Source: an optimization exercise on an open RTL-to-GDS flow (aim: small area). Production flows keep margins and buffers that such runs may drop. RTL that was checked went through simulation tests only; none was proved equivalent to the original. Function not checked in run 1: the RTL went through the layout flow alone. No activity file was given, so power comes from the tool's default toggle rates.

**flow/design.v**
```verilog
module bubble_hit_test
#(
   parameter int NUM_SLOTS = 8
)(
   input  logic [NUM_SLOTS-1:0]           act,
   input  logic [NUM_SLOTS*2-1:0]         sizes,
   input  logic [NUM_SLOTS*11-1:0]        xns,
   input  logic [NUM_SLOTS*11-1:0]        yns,
   input  logic [10:0]                    px,
   input  logic [10:0]                    py,
   output logic                           hit,
   output logic [$clog2(NUM_SLOTS)-1:0]   slot,
   output logic [1:0]                     size,
   output logic [5:0]                     off_x,
   output logic [5:0]                     off_y
);
   localparam int SW = $clog2(NUM_SLOTS);
   function automatic logic [11:0] sub(input logic [10:0] p, input logic [10:0] qm);
      logic [10:0] qn;
      logic        c;
      qn = {qm[10:6], ~qm[5:3], qm[2:0]};    
      c = 1'b1;
      for (int k = 0; k < 11; k++) begin
         sub[k] = p[k] ^ qn[k] ^ c;
         c      = (p[k] && qn[k]) || (p[k] && c) || (qn[k] && c);
      end
      sub[11] = c;
   endfunction
   function automatic logic ok(input logic [11:0] t, input logic [1:0] s);
      ok = t[11] && (t[10:6] == 5'd0) &&
           (s == 2'd3 || (!t[5] && (s == 2'd2 || (!t[4] && (s == 2'd1 || !t[3])))));
   endfunction
   logic [NUM_SLOTS-1:0] cov, win;
   logic [11:0] tx [NUM_SLOTS];
   logic [11:0] ty [NUM_SLOTS];
   logic [2:0]  sxn, syn, hx, hy;
   always_comb begin
      for (int i = 0; i < NUM_SLOTS; i++) begin
         tx[i]  = sub(px, xns[i*11 +: 11]);
         ty[i]  = sub(py, yns[i*11 +: 11]);
         cov[i] = act[i] && ok(tx[i], sizes[i*2 +: 2]) && ok(ty[i], sizes[i*2 +: 2]);
      end
   end
   always_comb begin
      hit  = 1'b0;
      slot = '0;
      size = '0;
      sxn  = '0;
      syn  = '0;
      hx   = '0;
      hy   = '0;
      for (int i = 0; i < NUM_SLOTS; i++) begin
         win[i] = cov[i] && !hit;
         if (cov[i]) hit = 1'b1;
         if (win[i]) slot = slot | SW'(i);
         size = size | (sizes[i*2 +: 2] & {2{win[i]}});
         sxn  = sxn | (xns[i*11 +: 3] & {3{win[i]}});
         syn  = syn | (yns[i*11 +: 3] & {3{win[i]}});
         hx   = hx | (tx[i][5:3] & {3{win[i]}});
         hy   = hy | (ty[i][5:3] & {3{win[i]}});
      end
      off_x = {hx, (px[2:0] + sxn + 3'd1) & {3{hit}}};
      off_y = {hy, (py[2:0] + syn + 3'd1) & {3{hit}}};
   end
endmodule
module bubble_pool
#(
   parameter int NUM_SLOTS = 8,
   parameter int MAX_SIZE  = 3,
   parameter int BASE_DIAM = 8,
   parameter int SCREEN_W  = 640,
   parameter int FLOOR_Y   = 440,
   parameter int X_SPEED   = 2,
   parameter int GRAVITY   = 1
)(
   input  logic                          clk,
   input  logic                          reset,
   input  logic                          startOfFrame,
   input  logic                          spawn_valid,
   output logic                          spawn_ready,
   input  logic [2:0]                    spawn_size,
   input  logic [10:0]                   spawn_x,
   input  logic [10:0]                   spawn_y,
   input  logic                          spawn_dir,
   input  logic                          hit_valid,
   input  logic [$clog2(NUM_SLOTS)-1:0]  hit_slot,
   input  logic [10:0]                   pixelX,
   input  logic [10:0]                   pixelY,
   output logic                          drawingRequest,
   output logic [$clog2(NUM_SLOTS)-1:0]  drawSlot,
   output logic [2:0]                    drawSize,
   output logic [10:0]                   offsetX,
   output logic [10:0]                   offsetY,
   output logic [$clog2(NUM_SLOTS):0]    activeCount,
   output logic                          split,
   output logic                          allCleared
);
   localparam int N  = 8;
   localparam int SW = 3;
   localparam logic [1:0] S_IDLE   = 2'd0;
   localparam logic [1:0] S_UPDATE = 2'd1;
   localparam logic [1:0] S_SPLIT  = 2'd2;
   localparam logic [1:0] S_DONE   = 2'd3;
   logic [N-1:0]    s_act, s_pend, s_dir, s_fresh;
   logic [N*2-1:0]  s_size;
   localparam logic [10:0] CPOL = 11'b111_1100_0111;
   logic [N*11-1:0] s_xn, s_yn;
   logic [N*6-1:0]  s_vy;
   logic [1:0]  state;
   logic [N-1:0] isel;    
   logic in_idle, in_upd, in_spl, in_done;
   assign in_idle = (state == S_IDLE);
   assign in_upd  = (state == S_UPDATE);
   assign in_spl  = (state == S_SPLIT);
   assign in_done = (state == S_DONE);
   logic [N-1:0] fsel;
   logic         below_full;
   always_comb begin
      below_full = 1'b1;
      for (int i = 0; i < N; i++) begin
         fsel[i]    = below_full && !s_act[i];
         below_full = below_full && s_act[i];
      end
   end
   logic              c_act, c_pend, c_dir, c_fresh;
   logic [1:0]        c_size;
   logic [10:0]       c_x, c_y;
   logic signed [5:0] c_vy;
   always_comb begin
      c_act   = 1'b0;
      c_pend  = 1'b0;
      c_dir   = 1'b0;
      c_fresh = 1'b0;
      c_size  = '0;
      c_x     = '0;
      c_y     = '0;
      c_vy    = '0;
      for (int i = 0; i < N; i++) begin
         c_act   = c_act   | (s_act[i]   & isel[i]);
         c_pend  = c_pend  | (s_pend[i]  & isel[i]);
         c_dir   = c_dir   | (s_dir[i]   & isel[i]);
         c_fresh = c_fresh | (s_fresh[i] & isel[i]);
         c_size  = c_size  | (s_size[i*2 +: 2] & {2{isel[i]}});
         c_x     = c_x     | ((s_xn[i*11 +: 11] ^ CPOL) & {11{isel[i]}});
         c_y     = c_y     | ((s_yn[i*11 +: 11] ^ CPOL) & {11{isel[i]}});
         c_vy    = c_vy    | (s_vy[i*6 +: 6] & {6{isel[i]}});
      end
   end
   logic live, upd_split, do_pop, do_move, advance;
   assign live      = in_upd && c_act && !c_fresh;
   assign upd_split = live && c_pend && (c_size != 2'd0);
   assign do_pop    = live && c_pend && (c_size == 2'd0);
   assign do_move   = live && !c_pend;
   assign advance   = (in_upd && !upd_split) || in_spl;
   assign split       = do_pop || in_spl;
   assign allCleared  = in_done && (s_act == '0) && (activeCount != '0);
   assign spawn_ready = !reset && in_idle && !(&s_act);
   logic              m_dir;
   logic [10:0]       m_x, m_y;
   logic [5:0]        m_vy, v;
   logic [11:0]       nx;
   logic [12:0]       ny;
   logic [8:0]        xlim, ylim;
   logic              tx, cv, cy, ya, vb;
   always_comb begin
      xlim = 9'd80 - (9'd1 << c_size);
      ylim = 9'd55 - (9'd1 << c_size);
      nx[0] = c_x[0];
      tx    = 1'b1;
      for (int k = 1; k < 11; k++) begin
         nx[k] = c_x[k] ^ tx;
         tx    = tx & (c_x[k] ~^ c_dir);
      end
      nx[11] = tx & c_dir;
      if (!c_dir && c_x[10:2] == 9'd0 && c_x[1:0] != 2'd3) begin
         m_x   = '0;
         m_dir = 1'b1;
      end else if (nx[11:3] >= xlim) begin
         m_x   = {xlim[7:0], 3'b000};
         m_dir = 1'b0;
      end else begin
         m_x   = nx[10:0];
         m_dir = c_dir;
      end
      cv = 1'b1;
      for (int k = 0; k < 6; k++) begin
         v[k] = c_vy[k] ^ cv;
         cv   = cv & c_vy[k];
      end
      cy = 1'b0;
      for (int k = 0; k < 13; k++) begin
         ya    = (k < 11) ? c_y[k] : 1'b0;
         vb    = (k < 6) ? v[k] : v[5];
         ny[k] = ya ^ vb ^ cy;
         cy    = (ya & vb) | (ya & cy) | (vb & cy);
      end
      if (!ny[12] && ny[11:3] >= ylim) begin
         m_y  = {ylim[7:0], 3'b000};
         m_vy = 6'(-(6'd12 + {2'b00, c_size, 2'b00}));
      end else if (ny[12]) begin
         m_y  = '0;
         m_vy = v;
      end else begin
         m_y  = ny[10:0];
         m_vy = v;
      end
   end
   logic [10:0] w_x, w_y;
   logic [1:0]  w_size;
   logic [5:0]  w_vy;
   logic [1:0]  sp_size;
   assign sp_size = spawn_size[2] ? 2'd3 : spawn_size[1:0];
   assign w_x    = in_idle ? spawn_x : (in_upd ? m_x : c_x);
   assign w_y    = in_idle ? spawn_y : (in_upd ? m_y : c_y);
   assign w_size = in_idle ? sp_size : (c_size - 2'd1);
   assign w_vy   = in_idle ? 6'd0 : (in_upd ? m_vy : -6'sd16);
   logic alloc_go;
   assign alloc_go = in_spl || (in_idle && spawn_valid);
   logic [N-1:0] n_act, n_pend, n_fresh;
   logic [3:0]   n_cnt;
   always_comb begin
      n_cnt = '0;
      for (int i = 0; i < N; i++)
         n_cnt = n_cnt + {3'd0, s_act[i]};
   end
   logic         hit_go;
   assign hit_go = hit_valid && !((in_upd || in_spl) && isel[hit_slot]);
   always_comb begin
      for (int i = 0; i < N; i++) begin
         n_act[i]   = (fsel[i] && alloc_go) || (s_act[i] && !(isel[i] && do_pop));
         n_pend[i]  = !((fsel[i] && alloc_go) || (isel[i] && in_spl)) &&
                      (s_pend[i] || (hit_go && hit_slot == SW'(i)));
         n_fresh[i] = !in_idle && (s_fresh[i] || (fsel[i] && in_spl));
      end
   end
   always_ff @(posedge clk) begin
      s_fresh <= n_fresh;
      s_pend  <= n_pend;
      for (int i = 0; i < N; i++) begin
         if ((isel[i] && do_move) || (fsel[i] && alloc_go)) begin
            s_xn[i*11 +: 11] <= w_x ^ CPOL;
            s_yn[i*11 +: 11] <= w_y ^ CPOL;
         end
         if ((isel[i] && (do_move || in_spl)) || (fsel[i] && alloc_go)) begin
            s_vy[i*6 +: 6] <= w_vy;
            s_dir[i]       <= in_idle ? spawn_dir : (in_upd ? m_dir : fsel[i]);
         end
         if ((isel[i] && in_spl) || (fsel[i] && alloc_go))
            s_size[i*2 +: 2] <= w_size;
      end
   end
   logic       h_hit;
   logic [2:0] h_slot;
   logic [1:0] h_size;
   logic [5:0] h_ox, h_oy;
   bubble_hit_test #(
      .NUM_SLOTS (N)
   ) u_hit (
      .act   (s_act),
      .sizes (s_size),
      .xns   (s_xn),
      .yns   (s_yn),
      .px    (pixelX),
      .py    (pixelY),
      .hit   (h_hit),
      .slot  (h_slot),
      .size  (h_size),
      .off_x (h_ox),
      .off_y (h_oy)
   );
   logic [1:0] d_size;
   logic [5:0] d_ox, d_oy;
   assign drawSize = {1'b0, d_size};
   assign offsetX  = {5'd0, d_ox};
   assign offsetY  = {5'd0, d_oy};
   always_ff @(posedge clk or posedge reset) begin
      if (reset) begin
         state          <= S_IDLE;
         isel           <= N'(1);
         activeCount    <= '0;
         s_act          <= '0;
         drawingRequest <= 1'b0;
         drawSlot       <= '0;
         d_size         <= '0;
         d_ox           <= '0;
         d_oy           <= '0;
      end else begin
         case (state)
            S_IDLE:   if (startOfFrame) state <= S_UPDATE;
            S_UPDATE: if (upd_split) state <= S_SPLIT;
                      else if (isel[N-1]) state <= S_DONE;
            S_SPLIT:  state <= isel[N-1] ? S_DONE : S_UPDATE;
            default:  state <= S_IDLE;
         endcase
         if (advance) isel <= {isel[N-2:0], isel[N-1]};
         if (in_done) activeCount <= n_cnt;
         s_act          <= n_act;
         drawingRequest <= h_hit;
         drawSlot       <= h_slot;
         d_size         <= h_size;
         d_ox           <= h_ox;
         d_oy           <= h_oy;
      end
   end
endmodule
```
**flow/flow/run.sh**
```bash
#!/bin/bash
# Layout flow: the standard ORFS flow (standard.sh) with these changes to how the layout
# is built:
#  - synthesis is the standard one (synth_recipe.tcl), but ABC maps the logic with the
#    area-oriented script flow/abc_area.script (read through a scripts folder that is ORFS's
#    own, file for file, except for that script);
#  - clock tree synthesis without dummy load cells;
#  - the smallest buffer for the port buffers.
# Each tool's output goes to a log in this folder (synth.log, standard.log); ORFS also keeps
# its per-step logs under orfs/logs/.
set -euo pipefail
work=$(pwd)
mkdir -p scripts_abc
for f in "$FLOW_HOME"/scripts/*; do
  ln -s "$f" scripts_abc/
done
rm scripts_abc/abc_speed.script
cp flow/abc_area.script scripts_abc/abc_speed.script
cat >> config.mk <<'EOC'
export CTS_ARGS = -sink_clustering_enable -repair_clock_nets -dont_use_dummy_load -buf_list sky130_fd_sc_hd__clkbuf_8 -sink_clustering_size 16 -sink_clustering_max_diameter 60
export SKIP_REPAIR_TIE_FANOUT = 1
export BUFFER_PORTS_ARGS = -buffer_cell sky130_fd_sc_hd__buf_1
EOC
bash standard.sh SCRIPTS_DIR="$work/scripts_abc" synth > synth.log 2>&1
bash standard.sh > standard.log 2>&1
```
**flow/flow/abc_area.script**
```
strash
dch
amap
strash
dch
amap
strash
dch
amap
topo
stime -c
```
**flow/standard.sh**
```bash
#!/bin/bash
# synth_recipe.tcl (not shown) runs the flow's synth.tcl, then flattens the netlist and writes it again
# the make line also repeats each setting of config.mk as NAME=value (left out here)
make -C /OpenROAD-flow-scripts/flow DESIGN_CONFIG=/design/flow/config.mk WORK_HOME=/design/flow/orfs CLKGATE_MAP_FILE= SYNTH_SCRIPT=/design/flow/synth_recipe.tcl "${@:-finish}"
```
**flow/config.mk**
```make
export PLATFORM = sky130hd
export DESIGN_NAME = bubble_pool
export DESIGN_NICKNAME = bubble_pool
export VERILOG_FILES = /design/flow/design.v
export SDC_FILE = /design/flow/constraint.sdc
export NUM_CORES = 4
export LEC_CHECK = 0
export CAP_MARGIN = 20
export CORE_MARGIN = 2
export CORE_UTILIZATION = 40
export SLEW_MARGIN = 20
export CTS_ARGS = -sink_clustering_enable -repair_clock_nets -dont_use_dummy_load -buf_list sky130_fd_sc_hd__clkbuf_8 -sink_clustering_size 16 -sink_clustering_max_diameter 60
export SKIP_REPAIR_TIE_FANOUT = 1
export BUFFER_PORTS_ARGS = -buffer_cell sky130_fd_sc_hd__buf_1
```
**flow/constraint.sdc**
```tcl
create_clock -name core_clock -period 10.0 [get_ports {clk}]
set_input_delay 2.0000 -clock core_clock [delete_from_list [all_inputs] [get_ports {clk}]]
set_output_delay 2.0000 -clock core_clock [all_outputs]
set_load 0.01 [all_outputs]
```
==> impl_metrics.env, run 1 <==
export IMPL_syn_inst=1402
export IMPL_cts_buffers=31
export IMPL_pin_count=92
export IMPL_clock_skew_ns=0.0737
export IMPL_initial_core_util_pct=40.5
export IMPL_grt_max_degree=41
export IMPL_syn_num_nets=1634
export IMPL_num_vias=12900
export IMPL_grt_pass1_wl_um=85900
export IMPL_cp_required_ns=10.51
export IMPL_num_fill_cells=3861
export IMPL_post_cts_buffers=0
export IMPL_h_tree_depth=1
export IMPL_synth_seq_area_share_pct=51.6
export IMPL_antenna_found_initial=3
export IMPL_die_w_um=210
export IMPL_synth_top_area_share_pct=43.8
export IMPL_report_final_setup_viol=0
export IMPL_grt_use_total_pct=26.6
export IMPL_clock_sinks=304
export IMPL_timing_final_crit_share_pct=89.7
export IMPL_worst_slew_pin_slew_ns=1.13
export IMPL_dp_cells=2051
export IMPL_nNetsFinal=1777
export IMPL_ys_ff_latch=304
export IMPL_utilization_pct=44.5
export IMPL_area_growth_pct=9.85
export IMPL_grt_overflow_total=0
export IMPL_place_worst_setup_slack_ns=0.497
export IMPL_cts_tree="built"
export IMPL_seq_area_mm2=0.00877
export IMPL_slew_viol_final=0
export IMPL_remaining_drc_errors=0
export IMPL_routed_via_density=6.21
export IMPL_drtPass1Iterations=9
export IMPL_max_slew_margin_rel_pct=24.4
export IMPL_dpl_hpwl_um=42300
export IMPL_cpPeakStageDelay_ns=0.44
export IMPL_fin_crit_ns=8.97
export IMPL_async_flop_share_pct=13.2
export IMPL_path_class="in -> reg"
export IMPL_cts_root_buf="clkbuf_8"
export IMPL_crit_arrival_ns=9.47
export IMPL_cts_hold_buffers=0
export IMPL_powerDensity_mw_per_mm2=151
export IMPL_cts_resized=0
export IMPL_synth_area_mm2=0.0170
export IMPL_syn_area_per_cell_um2=12.1
export IMPL_place_congestion=0.943
export IMPL_port_buffers=80
export IMPL_worst_path_max_fanout=17
export IMPL_netlist_top_cells_area="edfxtp_1 44%, fa_1 17%, dfrtp_1 5.7%"
export IMPL_yosysWarnings=4
export IMPL_max_cap_viol_count=0
export IMPL_dieArea_mm2=0.0441
export IMPL_coreArea_mm2=0.0419
export IMPL_wire_per_inst_um=28.0
export IMPL_synth_main_ff_cell="edfxtp_1"
export IMPL_instances_no_fill=2085
export IMPL_antenna_left=0
export IMPL_hold_class="reg -> reg"
export IMPL_ir_drop_uv=91.2
export IMPL_fin_ws_ns=1.03
export IMPL_crit_top_cell="fa_1"
export IMPL_slowest_stage="fa_1"
export IMPL_power_total_uw=2820
export IMPL_path_clk_slew_ns=0.08
export IMPL_max_freq_mhz=112
export IMPL_worst_setup_path_end_kind="flip-flop"
export IMPL_num_rows=75
export IMPL_rsz0062_at_grt="false"
export IMPL_first_global_vias=13300
export IMPL_leakage_uw=0.00615
export IMPL_synth_edf_count=248
export IMPL_die_h_um=210
export IMPL_drtIter0Drc=1594
export IMPL_drive_above_1_share_pct=5.38
export IMPL_setup_tns_ns=0
export IMPL_multiInputGateArea_mm2=0.00750
export IMPL_startpoint_type="primary input"
export IMPL_synth_top_area_cell="edfxtp_1"
export IMPL_cts_max_path_buffers=3
export IMPL_status="timing/DRC/antenna clean"
export IMPL_wirelength_um=58400
export IMPL_synthDistinctLibCells=45
export IMPL_clk_latency_ns=0.66
export IMPL_hold_viol_final=0
[final timing paths]
check,start,slack (ns),to,depth (start not counted)
min in group asynchronous,reset,1.58,state[0],2
worst max register to register,isel[7],1.99,s_yn[12],28
max in group asynchronous,reset,7.75,d_ox[0],2
worst min register to register,s_fresh[7],0.49,s_fresh[7],2
worst min-delay path,s_fresh[7],0.49,s_fresh[7],2
worst max-delay path,pixelY[1],1.03,d_oy[2],30
[placed cells by master (no fill, tap or decap), types with 10 or more instances in the layout]
cell type	netlist	final
clkinv_1	181	180
a222oi_1	29	29
fa_1	143	143
clkbuf_8	0	31
a22oi_1	23	23
nor2_1	140	140
edfxtp_1	248	248
dfrtp_1	39	39
buf_4	11	41
ha_1	33	33
or2_0	11	11
nand3_1	18	18
dfxtp_1	16	16
nand4_1	12	12
or3_1	10	10
nand2_1	40	40
nor4_1	35	34
a21oi_1	64	64
nor3_1	21	21
buf_1	0	80
o21ai_0	98	89
nor2b_1	10	10
o22ai_1	130	129
o221ai_1	13	13
[registers in the layout, summed over array words and instances, names as in the netlist]
signal,flops
s_vy,48
s_xn,88
s_dir,8
d_size,2
isel,8
activeCount,4
drawingRequest,1
drawSlot,3
s_fresh,8
s_yn,88
d_oy,6
s_pend,8
state,2
s_act,8
s_size,16
d_ox,6
[layer usage]
layer / GRT usage (%) / share of wire [%]
met1: 36.6 / 41
met2: 42.5 / 46
met3: 3.98 / 9.3
met4: 10.9 / 4.2
met5: 0 / 0
[where the power goes]
group / total, µW / switching (µW) / leakage (µW) / internal [µW]
registers: 1550 / 10.4 / 0.00280 / 1530
clock network: 687 / 414 / 0.000223 / 273
logic: 593 / 452 / 0.00313 / 141
[cells in the mapped netlist, drive strengths merged (10+ instances only)]
| library cell | number |
|---|---|
| a21oi | 64 |
| a222oi | 29 |
| a22oi | 23 |
| buf | 11 |
| clkinv | 181 |
| dfrtp | 39 |
| dfxtp | 16 |
| edfxtp | 248 |
| fa | 143 |
| ha | 33 |
| nand2 | 40 |
| nand3 | 18 |
| nand4 | 12 |
| nor2 | 140 |
| nor2b | 10 |
| nor3 | 21 |
| nor4 | 35 |
| o21ai | 98 |
| o221ai | 13 |
| o22ai | 130 |
| or2 | 11 |
| or3 | 10 |
[worst max-delay path, delay by kind of cell]
| kind | cells | cell delay (ns) |
|---|---|---|
| AO/OA/AOI/OAI | 7 | 1.26 |
| adder cells (fa/ha/maj) | 10 | 3.87 |
| buffers and inverters | 5 | 0.94 |
| AND/OR/NAND/NOR | 8 | 1.36 |
[stage by stage]
stage | cell area [µm²] | hold WS, ns
after global placement | 18200 | 0.453
after CTS | 18700 | 0.484
after detailed placement | 18200 | 0.461
after global routing | 18700 | 0.491
after floorplan | 17000 | 0.437
final | 18700 | 0.485
[kinds of logic (layout without fill, tap and decap cells)]
kind of cell / after synthesis / after routing / synth area share (%)
AOI/OAI and AO/OA: 420 / 420 / 16.0
adders and majority gates: 176 / 176 / 19.3
buffers and inverters: 192 / 333 / 4.49
DFF: 304 / 304 / 51.6
other: 1 / 4 / 0.0221
and+or+nand+nor: 309 / 309 / 8.55
[final cells by class]
type | count | area share, %
tap | 539 | 3.61
multi-input combinational | 906 | 40.2
sequential | 304 | 47.0
inverter | 181 | 3.64
timing repair buffer | 121 | 3.26
antenna | 3 | 0.0402
clock buffer | 31 | 2.29
==> inputs of run 2 (changes only) <==
--- a/flow/design.v
+++ b/flow/design.v
@@ -20,5 +20,5 @@
       logic        c;
       qn = {qm[10:6], ~qm[5:3], qm[2:0]};    
-      c = 1'b1;
+      c  = 1'b1;
       for (int k = 0; k < 11; k++) begin
          sub[k] = p[k] ^ qn[k] ^ c;
@@ -102,5 +102,5 @@
    localparam logic [1:0] S_SPLIT  = 2'd2;
    localparam logic [1:0] S_DONE   = 2'd3;
-   logic [N-1:0]    s_act, s_pend, s_dir, s_fresh;
+   logic [N-1:0]    s_act, s_pend, s_dir;
    logic [N*2-1:0]  s_size;
    localparam logic [10:0] CPOL = 11'b111_1100_0111;
@@ -131,5 +131,4 @@
       c_pend  = 1'b0;
       c_dir   = 1'b0;
-      c_fresh = 1'b0;
       c_size  = '0;
       c_x     = '0;
@@ -140,5 +139,4 @@
          c_pend  = c_pend  | (s_pend[i]  & isel[i]);
          c_dir   = c_dir   | (s_dir[i]   & isel[i]);
-         c_fresh = c_fresh | (s_fresh[i] & isel[i]);
          c_size  = c_size  | (s_size[i*2 +: 2] & {2{isel[i]}});
          c_x     = c_x     | ((s_xn[i*11 +: 11] ^ CPOL) & {11{isel[i]}});
@@ -147,4 +145,6 @@
       end
    end
+   logic s_par;
+   assign c_fresh = (c_vy[5:1] == 5'b10000) && (c_vy[0] == s_par);
    logic live, upd_split, do_pop, do_move, advance;
    assign live      = in_upd && c_act && !c_fresh;
@@ -158,5 +158,5 @@
    logic              m_dir;
    logic [10:0]       m_x, m_y;
-   logic [5:0]        m_vy, v;
+   logic [5:0]        m_vy, v, vy_e;
    logic [11:0]       nx;
    logic [12:0]       ny;
@@ -183,8 +183,9 @@
          m_dir = c_dir;
       end
+      vy_e = (c_vy[5:3] == 3'b100) ? 6'b110000 : c_vy;
       cv = 1'b1;
       for (int k = 0; k < 6; k++) begin
-         v[k] = c_vy[k] ^ cv;
-         cv   = cv & c_vy[k];
+         v[k] = vy_e[k] ^ cv;
+         cv   = cv & vy_e[k];
       end
       cy = 1'b0;
@@ -214,8 +215,8 @@
    assign w_y    = in_idle ? spawn_y : (in_upd ? m_y : c_y);
    assign w_size = in_idle ? sp_size : (c_size - 2'd1);
-   assign w_vy   = in_idle ? 6'd0 : (in_upd ? m_vy : -6'sd16);
+   assign w_vy   = in_idle ? 6'd0 : (in_upd ? m_vy : {5'b10000, s_par});
    logic alloc_go;
    assign alloc_go = in_spl || (in_idle && spawn_valid);
-   logic [N-1:0] n_act, n_pend, n_fresh;
+   logic [N-1:0] n_act, n_pend;
    logic [3:0]   n_cnt;
    always_comb begin
@@ -231,9 +232,7 @@
          n_pend[i]  = !((fsel[i] && alloc_go) || (isel[i] && in_spl)) &&
                       (s_pend[i] || (hit_go && hit_slot == SW'(i)));
-         n_fresh[i] = !in_idle && (s_fresh[i] || (fsel[i] && in_spl));
       end
    end
    always_ff @(posedge clk) begin
-      s_fresh <= n_fresh;
       s_pend  <= n_pend;
       for (int i = 0; i < N; i++) begin
@@ -278,4 +277,5 @@
          state          <= S_IDLE;
          isel           <= N'(1);
+         s_par          <= 1'b0;
          activeCount    <= '0;
          s_act          <= '0;
@@ -295,4 +295,5 @@
          if (advance) isel <= {isel[N-2:0], isel[N-1]};
          if (in_done) activeCount <= n_cnt;
+         if (in_done) s_par <= !s_par;
          s_act          <= n_act;
          drawingRequest <= h_hit;
==> impl_metrics.env, run 2 <==
export IMPL_hold_class="reg -> reg"
export IMPL_grt_use_total_pct=27.7
export IMPL_routed_via_density=6.26
export IMPL_cts_resized=0
export IMPL_seq_area_mm2=0.00863
export IMPL_wl_met2_um=27200
export IMPL_cts_hold_buffers=0
export IMPL_crit_reg2reg_launch="isel[3]"
export IMPL_drtPass1Iterations=8
export IMPL_worst_slew_pin_slew_ns=1.12
export IMPL_num_fill_cells=3901
export IMPL_synthDistinctLibCells=49
export IMPL_wire_per_inst_um=29.5
export IMPL_crit_arrival_ns=9.61
export IMPL_rsz0062_at_grt="false"
export IMPL_cts_max_path_buffers=3
export IMPL_place_congestion=1.01
export IMPL_p_comb_share_pct=21.9
export IMPL_timing_final_crit_share_pct=90.9
export IMPL_cpPeakStageDelay_ns=0.51
export IMPL_drtIter0Drc=1565
export IMPL_cts_buffers=28
export IMPL_initial_core_util_pct=40.3
export IMPL_powerDensity_mw_per_mm2=148
export IMPL_setup_tns_ns=0
export IMPL_hold_viol_final=0
export IMPL_layout_commonest_cell="edfxtp_1"
export IMPL_synth_area_mm2=0.0168
export IMPL_startpoint_type="primary input"
export IMPL_min_to="s_pend[3]"
export IMPL_max_freq_mhz=110
export IMPL_clock_sinks=297
export IMPL_nNetsFinal=1736
export IMPL_whs_path_depth=2
export IMPL_die_h_um=209
export IMPL_dpl_hpwl_um=44200
export IMPL_yosysWarnings=4
export IMPL_synth_top_area_share_pct=44.3
export IMPL_multiInputGateArea_mm2=0.00750
export IMPL_worst_setup_path_end_kind="flip-flop"
export IMPL_reg2reg_slack_ns=1.35
export IMPL_path_class="in -> reg"
export IMPL_crit_top_cell="fa_1"
export IMPL_mostFrequentLayoutCells="248 x edfxtp_1, 179 x clkinv_1, 144 x fa_1"
export IMPL_num_vias=12800
export IMPL_clk_latency_ns=0.64
export IMPL_ir_drop_uv=104
export IMPL_worst_path_max_fanout=14
export IMPL_grt_pass1_wl_um=87100
export IMPL_path_clk_slew_ns=0.10
export IMPL_slew_viol_final=0
export IMPL_swShare_pct=31.0
export IMPL_critical_path_buf_inv_count=4
export IMPL_leakage_uw=0.00602
export IMPL_synth_seq_area_share_pct=51.4
export IMPL_antenna_left=0
export IMPL_remaining_drc_errors=0
export IMPL_p_seq_share_pct=54.9
export IMPL_coreArea_mm2=0.0417
export IMPL_hp_start="s_pend[3]"
export IMPL_ys_ff_latch=297
export IMPL_cp_required_ns=10.52
export IMPL_wirelength_um=60200
export IMPL_wl_met1_um=23800
export IMPL_grt_overflow_total=0
export IMPL_area_growth_pct=10.1
export IMPL_synth_main_ff_cell="edfxtp_1"
export IMPL_met3WireLength_um=6020
export IMPL_dieArea_mm2=0.0437
export IMPL_grt_max_degree=42
export IMPL_clock_skew_ns=0.0978
export IMPL_drive_above_1_share_pct=5.79
export IMPL_async_flop_share_pct=13.8
export IMPL_port_buffers=80
export IMPL_pin_count=92
export IMPL_topRoutingLayerUsed="met5"
export IMPL_synth_edf_count=248
export IMPL_post_cts_buffers=0
export IMPL_place_worst_setup_slack_ns=0.412
export IMPL_syn_area_per_cell_um2=12.3
export IMPL_internal_power_uw=1890
export IMPL_report_final_setup_viol=0
export IMPL_die_w_um=209
export IMPL_max_slew_margin_rel_pct=24.6
export IMPL_placed_area_mm2=0.0181
export IMPL_r2r_end="s_vy[28]"
export IMPL_h_tree_depth=1
export IMPL_antenna_cells=0
export IMPL_first_global_vias=13000
export IMPL_slowest_stage="nor2b_1"
export IMPL_syn_num_nets=1595
export IMPL_synth_top_area_cell="edfxtp_1"
export IMPL_finalInstanceArea_mm2=0.0185
export IMPL_fin_ws_ns=0.907
export IMPL_fin_crit_ns=9.09
export IMPL_top_regs="s_xn: 88 flops, s_yn: 88 flops, s_vy: 48 flops"
export IMPL_cts_tree="built"
export IMPL_utilization_pct=44.4
export IMPL_ff2ff_path_depth=27
export IMPL_synth_most_common_cell="edfxtp_1"
export IMPL_antenna_found_initial=1
export IMPL_status="timing/DRC/antenna clean"
export IMPL_switchingPower_uw=850
export IMPL_netlist_top_cells_area="edfxtp_1 44%, fa_1 17%, dfrtp_1 6.0%"
export IMPL_num_rows=75
export IMPL_max_cap_viol_count=0
export IMPL_cts_root_buf="clkbuf_8"
export IMPL_crit_family="adder cells"
export IMPL_syn_inst=1364
export IMPL_synth_commonest_cells="248 x edfxtp_1, 180 x clkinv_1, 144 x fa_1, 129 x nor2_1, 111 x o22ai_1"
export IMPL_clockPowerShare_pct=23.2
-- run 2: cell types whose count changed in the layout (fill, tap and decap cells not counted), moves of 6 or more --
cell	delta
a221oi_1	+11
dfxtp_1	-8
nand4_1	-6
nor2_1	-11
nor4_1	-6
o21ai_0	-21
o22ai_1	-19
o32a_1	+6
-- run 2: through the flow --
| stage | power, µW | hold WS (ns) | instances |
|---|---|---|---|
| final | 2740 | 0.475 | 2042 |
| after CTS | 2740 | 0.473 | 2040 |
| after floorplan | 1840 | 0.440 | 1364 |
| after global placement | 2110 | 0.450 | 2012 |
| after global routing | 2850 | 0.500 | 2042 |
| after detailed placement | 2120 | 0.459 | 2012 |
-- run 2: worst min-delay path, cell delays in order, from the launching register on --
cell     delay [ns]
dfxtp_1        0.33
nor2_1         0.05
nor2_1         0.07
-- run 2: per-layer routing --
metal	vias up	track usage, %
met5	-	0
met4	2	13.4
met3	161	6.22
met2	794	43.3
met1	6393	36.7
li1	5428	-
-- run 2: cell type report --
cell class              instances  area share (%)
clock buffers                  28            2.08
inverters                     180            3.65
multi-input cells             876            40.6
flip-flops and latches        297            46.7
well taps                     539            3.65
repair buffers                122            3.38
-- run 2: worst max-delay path by stage --
| stage | startpoint | endpoint | slack [ns] | cells after the start |
|---|---|---|---|---|
| floorplan | pixelY[1] | d_ox[2] | 0.13 | 27 |
| global placement | pixelX[2] | d_ox[2] | 0.50 | 28 |
| detailed placement | pixelX[2] | d_ox[2] | 0.41 | 28 |
| CTS | pixelX[2] | d_ox[2] | 1.04 | 28 |
| global route | pixelY[1] | d_ox[2] | 0.36 | 28 |
| finish | pixelX[2] | d_ox[2] | 0.91 | 28 |
-- run 2: cells by family (layout without fill, tap and decap cells) --
family	after synthesis	after routing	share of synthesized area (%)
simple gates	294	294	8.35
fa+ha+maj	175	175	19.5
buf+inv	191	330	4.51
flops	297	297	51.4
other cells	1	1	0.0223
compound gates	406	406	16.3
-- run 2: power by group through the flow --
stage	Clock (µW)	Combinational, µW	Sequential (µW)
final	635	600	1500
after global routing	690	653	1500
after CTS	646	588	1500
after detailed placement	0	589	1530
after global placement	0	582	1530
after floorplan	0	318	1530
==> inputs of run 3 (changes only) <==
--- a/flow/flow/run.sh
+++ b/flow/flow/run.sh
@@ -5,6 +5,8 @@
 #    area-oriented script flow/abc_area.script (read through a scripts folder that is ORFS's
 #    own, file for file, except for that script);
-#  - clock tree synthesis without dummy load cells;
-#  - the smallest buffer for the port buffers.
+#  - clock tree synthesis without dummy load cells, with clkbuf_8 buffers that each drive a
+#    cluster of at most 16 registers within 60 um;
+#  - one tie cell drives all the constant outputs (no per-output copies);
+#  - the smallest buffer (buf_1) for the port buffers; every port still gets one.
 # Each tool's output goes to a log in this folder (synth.log, standard.log); ORFS also keeps
 # its per-step logs under orfs/logs/.
--- a/flow/config.mk
+++ b/flow/config.mk
@@ -9,4 +9,6 @@
 export CORE_MARGIN = 2
 export CORE_UTILIZATION = 40
+export GPL_ROUTABILITY_DRIVEN = 0
+export GPL_TIMING_DRIVEN = 0
 export SLEW_MARGIN = 20
 export CTS_ARGS = -sink_clustering_enable -repair_clock_nets -dont_use_dummy_load -buf_list sky130_fd_sc_hd__clkbuf_8 -sink_clustering_size 16 -sink_clustering_max_diameter 60
==> impl_metrics.env, run 3 <==
export IMPL_routed_via_density=6.35
export IMPL_cts_tree="built"
export IMPL_critPathLaunch="pixelX[2]"
export IMPL_grt_max_degree=34
export IMPL_clk_latency_ns=0.62
export IMPL_cts_resized=0
export IMPL_swShare_pct=31.1
export IMPL_dieArea_mm2=0.0437
export IMPL_rsz0062_at_grt="false"
export IMPL_pin_count=92
export IMPL_ir_drop_uv=96.2
export IMPL_mostFrequentLayoutCells="248 x edfxtp_1, 171 x clkinv_1, 144 x fa_1"
export IMPL_p_comb_share_pct=21.4
export IMPL_synth_edf_count=248
export IMPL_fin_ws_ns=0.293
export IMPL_cts_hold_buffers=0
export IMPL_crit_reg2reg_launch="isel[7]"
export IMPL_syn_area_per_cell_um2=12.3
export IMPL_timing_final_crit_share_pct=97.1
export IMPL_crit_arrival_ns=10.25
export IMPL_wire_per_inst_um=27.8
export IMPL_antenna_found_initial=1
export IMPL_drtPass1Iterations=7
export IMPL_hold_viol_final=0
export IMPL_max_cap_viol_count=0
export IMPL_worst_slew_pin_slew_ns=1.23
export IMPL_cts_buffers=27
export IMPL_syn_inst=1364
export IMPL_area_growth_pct=11.1
export IMPL_grt_use_total_pct=25.7
export IMPL_remaining_drc_errors=0
export IMPL_nNetsFinal=1727
export IMPL_grt_overflow_total=0
export IMPL_num_rows=75
export IMPL_report_final_setup_viol=0
export IMPL_path_class="in -> reg"
export IMPL_path_clk_slew_ns=0.10
export IMPL_async_flop_share_pct=13.8
export IMPL_die_h_um=209
export IMPL_place_worst_setup_slack_ns=-0.459
export IMPL_status="timing/DRC/antenna clean"
export IMPL_first_global_vias=12600
export IMPL_dp_cells=2004
export IMPL_num_fill_cells=3873
export IMPL_placed_area_mm2=0.0183
export IMPL_cts_max_path_buffers=3
export IMPL_layout_commonest_cell="edfxtp_1"
export IMPL_synth_top_area_share_pct=44.3
export IMPL_max_slew_margin_rel_pct=17.3
export IMPL_top_regs="s_xn: 88 flops, s_yn: 88 flops, s_vy: 48 flops"
export IMPL_cp_required_ns=10.55
export IMPL_drtIter0Drc=1626
export IMPL_synth_area_mm2=0.0168
export IMPL_coreArea_mm2=0.0417
export IMPL_post_cts_buffers=0
export IMPL_synth_most_common_cell="edfxtp_1"
export IMPL_max_freq_mhz=103
export IMPL_netlist_top_cells_area="edfxtp_1 44%, fa_1 17%, dfrtp_1 6.0%"
export IMPL_yosysWarnings=4
export IMPL_startpoint_type="primary input"
export IMPL_die_w_um=209
export IMPL_finalInstanceArea_mm2=0.0187
export IMPL_initial_core_util_pct=40.3
export IMPL_ys_ff_latch=297
export IMPL_slew_viol_final=0
export IMPL_p_seq_share_pct=55.3
export IMPL_clock_sinks=297
export IMPL_synth_commonest_cells="248 x edfxtp_1, 180 x clkinv_1, 144 x fa_1, 129 x nor2_1, 111 x o22ai_1"
export IMPL_synth_seq_area_share_pct=51.4
export IMPL_drive_above_1_share_pct=6.02
export IMPL_antenna_cells=0
export IMPL_grt_pass1_wl_um=82200
export IMPL_synth_top_area_cell="edfxtp_1"
export IMPL_worst_setup_path_end_kind="flip-flop"
export IMPL_setup_tns_ns=0
export IMPL_port_buffers=80
export IMPL_h_tree_depth=1
export IMPL_powerDensity_mw_per_mm2=146
export IMPL_syn_num_nets=1595
export IMPL_hold_class="reg -> reg"
export IMPL_antenna_left=0
export IMPL_leakage_uw=0.00605
export IMPL_hp_start="s_pend[5]"
export IMPL_internal_power_uw=1870
export IMPL_fin_crit_ns=9.71
export IMPL_wirelength_um=56500
export IMPL_instances_no_fill=2033
export IMPL_synth_main_ff_cell="edfxtp_1"
export IMPL_synthDistinctLibCells=49
export IMPL_clockPowerShare_pct=23.3
export IMPL_cts_root_buf="clkbuf_8"
export IMPL_switchingPower_uw=845
export IMPL_worst_path_max_fanout=14
export IMPL_num_vias=12900
export IMPL_clock_skew_ns=0.0498
export IMPL_dpl_hpwl_um=41800
==> run 3: cell counts after synthesis <==
No cell type changed its count.
==> run 3: critical path: stages <==
cell and delay, ns:
buf_1 0.25, clkinv_1 0.19, nor2b_1 0.06, o32a_1 0.38, fa_1 0.40, fa_1 0.46, fa_1 0.49, fa_1 0.44
fa_1 0.43, fa_1 0.41, fa_1 0.39, fa_1 0.49, nor3_1 0.08, nand3_1 0.18, nor4_1 0.11, or3_1 0.42
or3_1 0.45, nor2b_1 0.66, clkinv_1 0.64, o21ai_0 0.34, a221oi_1 0.09, ha_1 0.23, clkinv_1 0.05, fa_1 0.16
nand2_1 0.05, o21ai_0 0.14, o21ai_0 0.13, a21oi_1 0.13
==> run 3: worst paths after layout <==
kind	endpoint	slack, ns	cells after the start
max	d_ox[2]	0.29	28
min	s_pend[5]	0.48	2
max reg2reg	s_yn[71]	0.75	28
min reg2reg	s_pend[5]	0.48	2
max in group asynchronous	isel[0]	8.21	3
min in group asynchronous	activeCount[2]	1.27	2
==> run 3: cells by family after synthesis <==
logic type                 share of synthesized area (%)
AOI/OAI and AO/OA                                   16.3
adders and majority gates                           19.5
buffers and inverters                               4.51
DFF                                                 51.4
other                                             0.0223
and+or+nand+nor                                     8.35
==> run 3: final cells by class <==
| cell class | instances | area, µm² | share of cell area (%) |
|---|---|---|---|
| timing repair buffer | 103 | 657 | 3.52 |
| buffer | 11 | 82.6 | 0.443 |
| clock buffer | 27 | 372 | 1.99 |
| tap | 539 | 674 | 3.61 |
| sequential | 297 | 8630 | 46.3 |
| multi-input combinational | 876 | 7550 | 40.5 |
| inverter | 180 | 687 | 3.68 |
==> run 3: metrics by stage <==
step / utilization, % / total power, µW / hold WS (ns)
floorplan: - / 1840 / 0.440
global placement: 42.7 / 2080 / 0.451
detailed placement: 43.8 / 2090 / 0.457
CTS: 44.7 / 2710 / 0.477
global route: 44.8 / 2810 / 0.495
finish: 44.8 / 2720 / 0.481
==> run 3: power by group through the flow <==
stage	Sequential, µW	Clock, µW	Combinational [µW]
finish	1500	633	581
global route	1500	686	625
CTS	1500	645	563
detailed placement	1530	0	561
global placement	1530	0	547
floorplan	1530	0	318
==> run 3: per-layer routing <==
layer	vias up	routed length [µm]	global-route usage, %
met3	149	5010	3.61
met5	-	14	0
met4	2	2220	9.93
li1	5432	-	-
met2	830	26000	40.8
met1	6491	23200	36.1
==> inputs of run 4 (changes only) <==
--- a/flow/config.mk
+++ b/flow/config.mk
@@ -9,5 +9,4 @@
 export CORE_MARGIN = 2
 export CORE_UTILIZATION = 40
-export GPL_ROUTABILITY_DRIVEN = 0
 export GPL_TIMING_DRIVEN = 0
 export SLEW_MARGIN = 20
==> impl_metrics.env, run 4 <==
export IMPL_crit_top_cell="fa_1"
export IMPL_cp_required_ns=10.52
export IMPL_rsz0062_at_grt="false"
export IMPL_async_flop_share_pct=13.8
export IMPL_die_w_um=209
export IMPL_hp_start="s_pend[0]"
export IMPL_cpPeakStageDelay_ns=0.52
export IMPL_startpoint_type="primary input"
export IMPL_seq_area_mm2=0.00863
export IMPL_wirelength_um=56800
export IMPL_hold_viol_final=0
export IMPL_min_to="s_pend[0]"
export IMPL_yosysWarnings=4
export IMPL_layout_commonest_cell="edfxtp_1"
export IMPL_multiInputGateArea_mm2=0.00757
export IMPL_place_congestion=0.946
export IMPL_whs_path_depth=2
export IMPL_num_rows=75
export IMPL_synth_top_area_share_pct=44.3
export IMPL_cts_buffers=27
export IMPL_p_seq_share_pct=55.4
export IMPL_grt_max_degree=34
export IMPL_ir_drop_uv=109
export IMPL_mostFrequentLayoutCells="248 x edfxtp_1, 170 x clkinv_1, 144 x fa_1"
export IMPL_ff2ff_path_depth=27
export IMPL_antenna_left=0
export IMPL_syn_num_nets=1595
export IMPL_swShare_pct=31.0
export IMPL_crit_arrival_ns=10.21
export IMPL_synth_commonest_cells="248 x edfxtp_1, 180 x clkinv_1, 144 x fa_1, 129 x nor2_1, 111 x o22ai_1"
export IMPL_nNetsFinal=1725
export IMPL_synthDistinctLibCells=49
export IMPL_num_fill_cells=3883
export IMPL_coreArea_mm2=0.0417
export IMPL_critPathLaunch="pixelX[2]"
export IMPL_synth_most_common_cell="edfxtp_1"
export IMPL_cts_tree="built"
export IMPL_drtPass1Iterations=6
export IMPL_path_clk_slew_ns=0.10
export IMPL_worst_setup_path_end_kind="flip-flop"
export IMPL_r2r_end="s_vy[32]"
export IMPL_max_slew_margin_rel_pct=21.8
export IMPL_clock_sinks=297
export IMPL_antenna_found_initial=1
export IMPL_timing_final_crit_share_pct=97.0
export IMPL_clockPowerShare_pct=23.2
export IMPL_synth_main_ff_cell="edfxtp_1"
export IMPL_cp_depth=26
export IMPL_dp_cells=2002
export IMPL_crit_reg2reg_launch="isel[3]"
export IMPL_grt_use_total_pct=26.1
export IMPL_slew_viol_final=0
export IMPL_critical_path_buf_inv_count=3
export IMPL_netlist_top_cells_area="edfxtp_1 44%, fa_1 17%, dfrtp_1 6.0%"
export IMPL_cts_hold_buffers=0
export IMPL_top_regs="s_xn: 88 flops, s_yn: 88 flops, s_vy: 48 flops"
export IMPL_remaining_drc_errors=0
export IMPL_clk_latency_ns=0.63
export IMPL_cts_root_buf="clkbuf_8"
export IMPL_ys_ff_latch=297
export IMPL_grt_overflow_total=0
export IMPL_p_comb_share_pct=21.3
export IMPL_die_h_um=209
export IMPL_antenna_cells=0
export IMPL_leakage_uw=0.00604
export IMPL_first_global_vias=12700
export IMPL_hold_class="reg -> reg"
export IMPL_worst_slew_pin_slew_ns=1.17
export IMPL_synth_top_area_cell="edfxtp_1"
export IMPL_port_buffers=80
export IMPL_cts_max_path_buffers=3
export IMPL_crit_family="adder cells"
export IMPL_pin_count=92
export IMPL_grt_pass1_wl_um=83300
export IMPL_report_final_setup_viol=0
export IMPL_switchingPower_uw=840
export IMPL_max_cap_viol_count=0
export IMPL_slowest_stage="fa_1"
export IMPL_reg2reg_slack_ns=0.72
export IMPL_internal_power_uw=1870
export IMPL_instances_no_fill=2031
export IMPL_routed_via_density=6.24
export IMPL_synth_seq_area_share_pct=51.4
export IMPL_max_freq_mhz=103
export IMPL_h_tree_depth=1
export IMPL_syn_inst=1364
export IMPL_dpl_hpwl_um=42100
export IMPL_initial_core_util_pct=40.3
export IMPL_clock_skew_ns=0.0526
export IMPL_syn_area_per_cell_um2=12.3
export IMPL_hold_ws_ns=0.490
export IMPL_wire_per_inst_um=28.0
export IMPL_drtIter0Drc=1572
export IMPL_area_growth_pct=11.0
export IMPL_path_class="in -> reg"
export IMPL_synth_edf_count=248
export IMPL_worst_path_max_fanout=14
export IMPL_dieArea_mm2=0.0437
export IMPL_status="timing/DRC/antenna clean"
export IMPL_synth_area_mm2=0.0168
export IMPL_powerDensity_mw_per_mm2=145
export IMPL_fin_crit_ns=9.70
export IMPL_drive_above_1_share_pct=6.03
export IMPL_num_vias=12700
-- run 4: cell count changes in the layout (fill, tap and decap cells not counted), sizes merged --
cell and delta:
buf -1, clkinv -1, clkbuf -1, clkinvlp +1
-- run 4: how the worst max path moves through the flow --
stage               to  slack, ns
2_1_floorplan  d_ox[2]       0.13
3_3_place_gp   d_ox[2]      -2.99
3_5_place_dp   d_ox[2]      -0.57
4_1_cts        d_ox[2]       0.04
5_1_grt        d_ox[2]       0.03
6_report       d_ox[2]       0.30
-- run 4: timing repair --
item,CTS,global route
setup buffers,0,0
setup endpoints to repair,0,4
gates resized for setup,0,4
-- run 4: cell families (layout without fill, tap and decap cells) --
logic type | count (synthesis) | in the layout | share of synthesized area [%]
other | 1 | 1 | 0.0223
buffers and inverters | 191 | 319 | 4.51
adder cells (fa/ha/maj) | 175 | 175 | 19.5
AND/OR/NAND/NOR | 294 | 294 | 8.35
AO/OA/AOI/OAI | 406 | 406 | 16.3
flip-flops | 297 | 297 | 51.4
-- run 4: layer usage --
| metal | up-vias | track usage [%] | share of wire [%] |
|---|---|---|---|
| met2 | 745 | 42.2 | 47 |
| met4 | 2 | 9.04 | 3.5 |
| met3 | 145 | 4.46 | 9.4 |
| met5 | - | 0 | 0.019 |
| li1 | 5432 | - | - |
| met1 | 6350 | 35.9 | 40 |
-- run 4: layout make-up --
cell class                      count  share of cell area [%]
Sequential cell                   297                    46.3
Clock buffer                       27                    1.99
Multi-Input combinational cell    876                    40.6
Tap cell                          539                    3.62
Timing Repair Buffer              101                    3.39
Inverter                          180                    3.70
Buffer                             11                   0.443
-- run 4: per-stage QoR --
stage | worst slack, ns | util, % | setup TNS (ns) | area (µm²) | total power (µW)
after floorplan | 0.131 | - | 0 | 16800 | 1840
after global placement | -2.99 | 42.7 | -34.92 | 17800 | 2080
after detailed placement | -0.572 | 43.8 | -2.21 | 18200 | 2090
after CTS | 0.0364 | 44.7 | 0 | 18600 | 2710
after global routing | 0.0267 | 44.8 | 0 | 18700 | 2810
final | 0.301 | 44.8 | 0 | 18700 | 2710
-- run 4: worst register-to-register path, delay by kind of cell (launching register included) --
family                     cells  cell delay, ns
AOI/OAI and AO/OA              4            1.80
and+or+nand+nor                7            1.91
buffers and inverters          5            0.72
DFF                            1            0.64
adders and majority gates     11            3.88
-- run 4: power groups by stage --
stage	clock, µW	sequential [µW]	combinational (µW)
after floorplan	0	1530	318
after global placement	0	1530	549
after detailed placement	0	1530	562
after CTS	641	1500	564
after global routing	681	1500	627
final	630	1500	578
==> inputs of run 5 (changes only) <==
--- a/flow/config.mk
+++ b/flow/config.mk
@@ -9,5 +9,4 @@
 export CORE_MARGIN = 2
 export CORE_UTILIZATION = 40
-export GPL_TIMING_DRIVEN = 0
 export SLEW_MARGIN = 20
 export CTS_ARGS = -sink_clustering_enable -repair_clock_nets -dont_use_dummy_load -buf_list sky130_fd_sc_hd__clkbuf_8 -sink_clustering_size 16 -sink_clustering_max_diameter 60
==> impl_metrics.env, run 5 <==
export IMPL_cts_root_buf="clkbuf_8"
export IMPL_antenna_found_initial=1
export IMPL_rsz0062_at_grt="false"
export IMPL_netlist_top_cells_area="edfxtp_1 44%, fa_1 17%, dfrtp_1 6.0%"
export IMPL_ys_ff_latch=297
export IMPL_pin_count=92
export IMPL_antenna_left=0
export IMPL_syn_area_per_cell_um2=12.3
export IMPL_mostFrequentLayoutCells="248 x edfxtp_1, 179 x clkinv_1, 144 x fa_1"
export IMPL_grt_max_degree=42
export IMPL_num_rows=75
export IMPL_synth_most_common_cell="edfxtp_1"
export IMPL_setup_tns_ns=0
export IMPL_max_freq_mhz=110
export IMPL_synth_top_area_cell="edfxtp_1"
export IMPL_hold_viol_final=0
export IMPL_place_congestion=1.01
export IMPL_fin_crit_ns=9.09
export IMPL_async_flop_share_pct=13.8
export IMPL_worst_slew_pin_slew_ns=1.12
export IMPL_die_h_um=209
export IMPL_wl_met1_um=23800
export IMPL_post_cts_buffers=0
export IMPL_hold_class="reg -> reg"
export IMPL_path_class="in -> reg"
export IMPL_synthDistinctLibCells=49
export IMPL_r2r_end="s_vy[28]"
export IMPL_ff2ff_path_depth=27
export IMPL_wire_per_inst_um=29.5
export IMPL_dpl_hpwl_um=44200
export IMPL_clk_latency_ns=0.64
export IMPL_cp_required_ns=10.52
export IMPL_cts_buffers=28
export IMPL_crit_family="adder cells"
export IMPL_status="timing/DRC/antenna clean"
export IMPL_powerDensity_mw_per_mm2=148
export IMPL_dp_cells=2012
export IMPL_port_buffers=80
export IMPL_drtIter0Drc=1565
export IMPL_syn_num_nets=1595
export IMPL_ir_drop_uv=104
export IMPL_drive_above_1_share_pct=5.79
export IMPL_first_global_vias=13000
export IMPL_min_to="s_pend[3]"
export IMPL_synth_seq_area_share_pct=51.4
export IMPL_wl_met2_um=27200
export IMPL_max_slew_margin_rel_pct=24.6
export IMPL_met3WireLength_um=6020
export IMPL_critical_path_buf_inv_count=4
export IMPL_top_regs="s_xn: 88 flops, s_yn: 88 flops, s_vy: 48 flops"
export IMPL_timing_final_crit_share_pct=90.9
export IMPL_synth_main_ff_cell="edfxtp_1"
export IMPL_wirelength_um=60200
export IMPL_cts_resized=0
export IMPL_layout_commonest_cell="edfxtp_1"
export IMPL_synth_edf_count=248
export IMPL_grt_use_total_pct=27.7
export IMPL_crit_top_cell="fa_1"
export IMPL_path_clk_slew_ns=0.10
export IMPL_syn_inst=1364
export IMPL_instances_no_fill=2042
export IMPL_topRoutingLayerUsed="met5"
export IMPL_nNetsFinal=1736
export IMPL_cts_hold_buffers=0
export IMPL_reg2reg_slack_ns=1.35
export IMPL_synth_top_area_share_pct=44.3
export IMPL_synth_commonest_cells="248 x edfxtp_1, 180 x clkinv_1, 144 x fa_1, 129 x nor2_1, 111 x o22ai_1"
export IMPL_crit_reg2reg_launch="isel[3]"
export IMPL_dieArea_mm2=0.0437
export IMPL_cpPeakStageDelay_ns=0.51
export IMPL_hp_start="s_pend[3]"
export IMPL_area_growth_pct=10.1
export IMPL_initial_core_util_pct=40.3
export IMPL_routed_via_density=6.26
export IMPL_coreArea_mm2=0.0417
export IMPL_drtPass1Iterations=8
export IMPL_leakage_uw=0.00602
export IMPL_yosysWarnings=4
export IMPL_hold_ws_ns=0.475
export IMPL_cts_max_path_buffers=3
export IMPL_num_vias=12800
export IMPL_crit_arrival_ns=9.61
export IMPL_die_w_um=209
export IMPL_slew_viol_final=0
export IMPL_remaining_drc_errors=0
export IMPL_slowest_stage="nor2b_1"
export IMPL_antenna_cells=0
export IMPL_clock_skew_ns=0.0978
export IMPL_max_cap_viol_count=0
export IMPL_whs_path_depth=2
export IMPL_cts_tree="built"
export IMPL_synth_area_mm2=0.0168
export IMPL_report_final_setup_viol=0
export IMPL_grt_overflow_total=0
export IMPL_startpoint_type="primary input"
export IMPL_worst_path_max_fanout=14
export IMPL_worst_setup_path_end_kind="flip-flop"
export IMPL_h_tree_depth=1
export IMPL_clock_sinks=297
export IMPL_grt_pass1_wl_um=87100
run 5: cell counts after synthesis:
Identical to the previous run, type by type.
run 5: stage by stage:
stage	setup WS, ns	utilization (%)	total power [µW]	cell area [µm²]
floorplan	0.131	-	1840	16800
finish	0.907	44.4	2740	18500
detailed placement	0.412	43.4	2120	18100
global route	0.361	44.4	2850	18500
global placement	0.496	43.3	2110	18100
CTS	1.04	44.3	2740	18500
run 5: worst max-delay path by stage:
stage                     endpoint  startpoint  cells after the start
after global placement     d_ox[2]   pixelX[2]                     28
after detailed placement   d_ox[2]   pixelX[2]                     28
after global routing       d_ox[2]   pixelY[1]                     28
after CTS                  d_ox[2]   pixelX[2]                     28
after floorplan            d_ox[2]   pixelY[1]                     27
final                      d_ox[2]   pixelX[2]                     28
run 5: worst register-to-register path: cells and delay by family, from the launching register on:
kind | cells | cell delay (ns)
AO/OA/AOI/OAI | 3 | 1.59
adder cells (fa/ha/maj) | 11 | 3.78
buffers and inverters | 8 | 1.59
flip-flops | 1 | 0.78
AND/OR/NAND/NOR | 5 | 0.56
run 5: report_power, final:
part           leakage, µW  total, µW  switching [µW]  internal [µW]
clock network     0.000201        635             388            248
registers          0.00273       1500            13.3           1490
logic              0.00309        600             449            151
total              0.00602       2740             850           1890
run 5: logic make-up after synthesis:
family,Yosys count,share of synthesized area (%)
and+or+nand+nor,294,8.35
buffers and inverters,191,4.51
other,1,0.0223
adders and majority gates,175,19.5
DFF,297,51.4
AOI/OAI and AO/OA,406,16.3
run 5: per-layer routing:
metal,up-vias,track usage [%]
met5,-,0
met1,6393,36.7
met2,794,43.3
met4,2,13.4
li1,5428,-
met3,161,6.22
run 5: area by class of cell:
type	instances	area (µm²)
Tap cell	539	674
Timing Repair Buffer	122	626
Sequential cell	297	8630
Clock buffer	28	385
Fill cell	3901	23200
Inverter	180	676
Multi-Input combinational cell	876	7500
==> inputs of run 6 (changes only) <==
--- a/flow/flow/run.sh
+++ b/flow/flow/run.sh
@@ -22,5 +22,5 @@
 export CTS_ARGS = -sink_clustering_enable -repair_clock_nets -dont_use_dummy_load -buf_list sky130_fd_sc_hd__clkbuf_8 -sink_clustering_size 16 -sink_clustering_max_diameter 60
 export SKIP_REPAIR_TIE_FANOUT = 1
-export BUFFER_PORTS_ARGS = -buffer_cell sky130_fd_sc_hd__buf_1
+export BUFFER_PORTS_ARGS = -buffer_cell sky130_fd_sc_hd__buf_2
 EOC
 bash standard.sh SCRIPTS_DIR="$work/scripts_abc" synth > synth.log 2>&1
--- a/flow/config.mk
+++ b/flow/config.mk
@@ -12,3 +12,3 @@
 export CTS_ARGS = -sink_clustering_enable -repair_clock_nets -dont_use_dummy_load -buf_list sky130_fd_sc_hd__clkbuf_8 -sink_clustering_size 16 -sink_clustering_max_diameter 60
 export SKIP_REPAIR_TIE_FANOUT = 1
-export BUFFER_PORTS_ARGS = -buffer_cell sky130_fd_sc_hd__buf_1
+export BUFFER_PORTS_ARGS = -buffer_cell sky130_fd_sc_hd__buf_2
==> impl_metrics.env, run 6 <==
export IMPL_critPathLaunch="pixelY[1]"
export IMPL_h_tree_depth=1
export IMPL_worst_setup_path_end_kind="flip-flop"
export IMPL_post_cts_buffers=0
export IMPL_grt_max_degree=42
export IMPL_nNetsFinal=1732
export IMPL_synth_commonest_cells="248 x edfxtp_1, 180 x clkinv_1, 144 x fa_1, 129 x nor2_1, 111 x o22ai_1"
export IMPL_utilization_pct=44.5
export IMPL_place_worst_setup_slack_ns=0.361
export IMPL_pin_count=92
export IMPL_cts_max_path_buffers=3
export IMPL_clock_sinks=297
export IMPL_port_buffers=80
export IMPL_powerDensity_mw_per_mm2=148
export IMPL_synth_edf_count=248
export IMPL_wirelength_um=61000
export IMPL_dieArea_mm2=0.0437
export IMPL_slew_viol_final=0
export IMPL_synthDistinctLibCells=49
export IMPL_first_global_vias=12900
export IMPL_path_class="in -> reg"
export IMPL_die_h_um=209
export IMPL_status="timing/DRC/antenna clean"
export IMPL_yosysWarnings=4
export IMPL_crit_arrival_ns=9.60
export IMPL_synth_main_ff_cell="edfxtp_1"
export IMPL_crit_reg2reg_launch="isel[7]"
export IMPL_layout_commonest_cell="edfxtp_1"
export IMPL_r2r_end="s_vy[28]"
export IMPL_hold_class="reg -> reg"
export IMPL_die_w_um=209
export IMPL_cts_tree="built"
export IMPL_place_congestion=0.978
export IMPL_num_rows=75
export IMPL_grt_use_total_pct=27.9
export IMPL_grt_overflow_total=0
export IMPL_top_regs="s_xn: 88 flops, s_yn: 88 flops, s_vy: 48 flops"
export IMPL_netlist_top_cells_area="edfxtp_1 44%, fa_1 17%, dfrtp_1 6.0%"
export IMPL_remaining_drc_errors=0
export IMPL_grt_pass1_wl_um=88100
export IMPL_worst_slew_pin_slew_ns=1.14
export IMPL_drtIter0Drc=1836
export IMPL_dpl_hpwl_um=44300
export IMPL_max_slew_margin_rel_pct=23.1
export IMPL_cp_required_ns=10.55
export IMPL_area_growth_pct=10.4
export IMPL_reg2reg_slack_ns=0.99
export IMPL_synth_seq_area_share_pct=51.4
export IMPL_clk_latency_ns=0.65
export IMPL_power_total_uw=2740
export IMPL_initial_core_util_pct=40.3
export IMPL_cts_root_buf="clkbuf_8"
export IMPL_cts_buffers=27
export IMPL_drive_above_1_share_pct=10.9
export IMPL_cts_hold_buffers=0
export IMPL_max_freq_mhz=110
export IMPL_clock_skew_ns=0.0909
export IMPL_synth_top_area_share_pct=44.3
export IMPL_antenna_found_initial=1
export IMPL_hold_viol_final=0
export IMPL_antenna_left=0
export IMPL_ys_ff_latch=297
export IMPL_placed_area_mm2=0.0181
export IMPL_synth_top_area_cell="edfxtp_1"
export IMPL_coreArea_mm2=0.0417
export IMPL_mostFrequentLayoutCells="248 x edfxtp_1, 179 x clkinv_1, 144 x fa_1"
export IMPL_rsz0062_at_grt="false"
export IMPL_syn_num_nets=1595
export IMPL_setup_tns_ns=0
export IMPL_syn_area_per_cell_um2=12.3
export IMPL_finalInstanceArea_mm2=0.0186
export IMPL_routed_via_density=6.43
export IMPL_ir_drop_uv=110
export IMPL_max_cap_viol_count=0
export IMPL_path_clk_slew_ns=0.10
export IMPL_drtPass1Iterations=6
export IMPL_wire_per_inst_um=29.9
export IMPL_fin_crit_ns=9.06
export IMPL_cts_resized=0
export IMPL_leakage_uw=0.00625
export IMPL_syn_inst=1364
export IMPL_synth_area_mm2=0.0168
export IMPL_fin_ws_ns=0.944
export IMPL_num_vias=13100
export IMPL_ff2ff_path_depth=28
export IMPL_timing_final_crit_share_pct=90.6
export IMPL_synth_most_common_cell="edfxtp_1"
export IMPL_async_flop_share_pct=13.8
export IMPL_worst_path_max_fanout=16
export IMPL_startpoint_type="primary input"
export IMPL_cp_endpoint="d_oy[2]"
export IMPL_report_final_setup_viol=0
[run 6: cell counts after synthesis]
No cell type changed its count.
[run 6: worst max-delay path, cell delays in order]
cell and delay, ns:
buf_2 0.17, clkinv_1 0.18, nor2_1 0.07, o32a_1 0.37, fa_1 0.41, fa_1 0.44
fa_1 0.43, fa_1 0.39, fa_1 0.39, fa_1 0.39, fa_1 0.40, fa_1 0.42
or4_1 0.38, nand4b_1 0.21, nor4_2 0.42, buf_4 0.32, nor3b_2 0.18, a222oi_1 0.34
o21ai_0 0.14, a21oi_1 0.12, o21ai_0 0.10, a221oi_1 0.25, ha_1 0.21, clkinv_1 0.07
fa_1 0.37, o21ai_0 0.21, o21ai_0 0.12, a21oi_1 0.12
[run 6: layout make-up]
cell class | instances | area, µm²
repair buffers | 119 | 691
fillers | 3900 | 23100
diodes | 1 | 2.50
well taps | 539 | 674
inverters | 180 | 677
flip-flops and latches | 297 | 8630
multi-input cells | 876 | 7500
clock buffers | 27 | 372
[run 6: routing by layer]
layer	vias to the layer above	GRT usage, %	share of wire, %
li1	5422	-	-
met1	6611	38.5	40
met2	921	44.3	46
met3	164	4.55	10
met4	0	11.0	4.4
met5	-	0	0
[run 6: power breakdown]
group	internal [µW]	switching, µW	total [µW]
combinational	151	455	606
clock	239	397	636
sequential	1490	13.4	1500
[run 6: cell families (layout without fill, tap and decap cells)]
| group | after synthesis | after routing | synth area share (%) |
|---|---|---|---|
| AO/OA/AOI/OAI | 406 | 406 | 16.3 |
| buffers and inverters | 191 | 326 | 4.51 |
| AND/OR/NAND/NOR | 294 | 294 | 8.35 |
| adder cells (fa/ha/maj) | 175 | 175 | 19.5 |
| other | 1 | 2 | 0.0223 |
| flip-flops | 297 | 297 | 51.4 |
[run 6: how the worst min path moves through the flow]
stage                    from         to  slack [ns]  depth (start not counted)
finish              s_pend[4]  s_pend[4]        0.49                          2
global route        s_pend[0]  s_pend[0]        0.52                          2
CTS                 s_pend[5]  s_pend[5]        0.48                          2
detailed placement  s_pend[5]  s_pend[5]        0.46                          2
global placement    s_pend[7]  s_pend[7]        0.45                          2
floorplan           s_pend[0]  s_pend[0]        0.44                          2
[run 6: metrics by stage]
stage | hold slack (ns) | instances
after floorplan | 0.440 | 1364
after global placement | 0.449 | 2010
after detailed placement | 0.460 | 2010
after CTS | 0.484 | 2037
after global routing | 0.523 | 2038
final | 0.486 | 2039

## port drivers added, routing unchanged
In the flow no input, the clock included, has a driving cell. The finished layouts below were timed again as built, in two steps. Step 1 (the two cells are an assumption about what drives the block):
set clk [get_ports {clk}]
set_driving_cell -lib_cell sky130_fd_sc_hd__clkbuf_16 $clk
set_driving_cell -lib_cell sky130_fd_sc_hd__buf_2 [delete_from_list [all_inputs] $clk]
Step 2 moves the port delays by t, midway between the first and last clock arrival at a register: inputs arrive t later, outputs are due t later. That takes back most of the time a late clock gives input paths. Three values: ideal, step 1, step 2; two values: the first two.
run | t (ns) | slack for setup (ns) | worst setup path at the end | worst slew at a driven data input, ns
run 1 | 0.677 | 1.034 / 1.060 / 0.383 | input to register | 0.09
run 2 | 0.643 | 0.907 / 0.932 / 0.288 | input to register | 0.08
run 3 | 0.652 | 0.293 / 0.326 / -0.326 | input to register | 0.09
run 4 | 0.651 | 0.301 / 0.327 / -0.324 | input to register | 0.10
run 5 | 0.643 | 0.907 / 0.932 / 0.288 | input to register | 0.08
run 6 | 0.653 | 0.944 / 0.972 / 0.318 | input to register | 0.07
With both steps, setup timing fails in run 3 and run 4, where it was met with ideal ports. The setup slack of run 1, which loses most, moves by +0.026 ns with the drivers and by -0.651 ns with both steps.
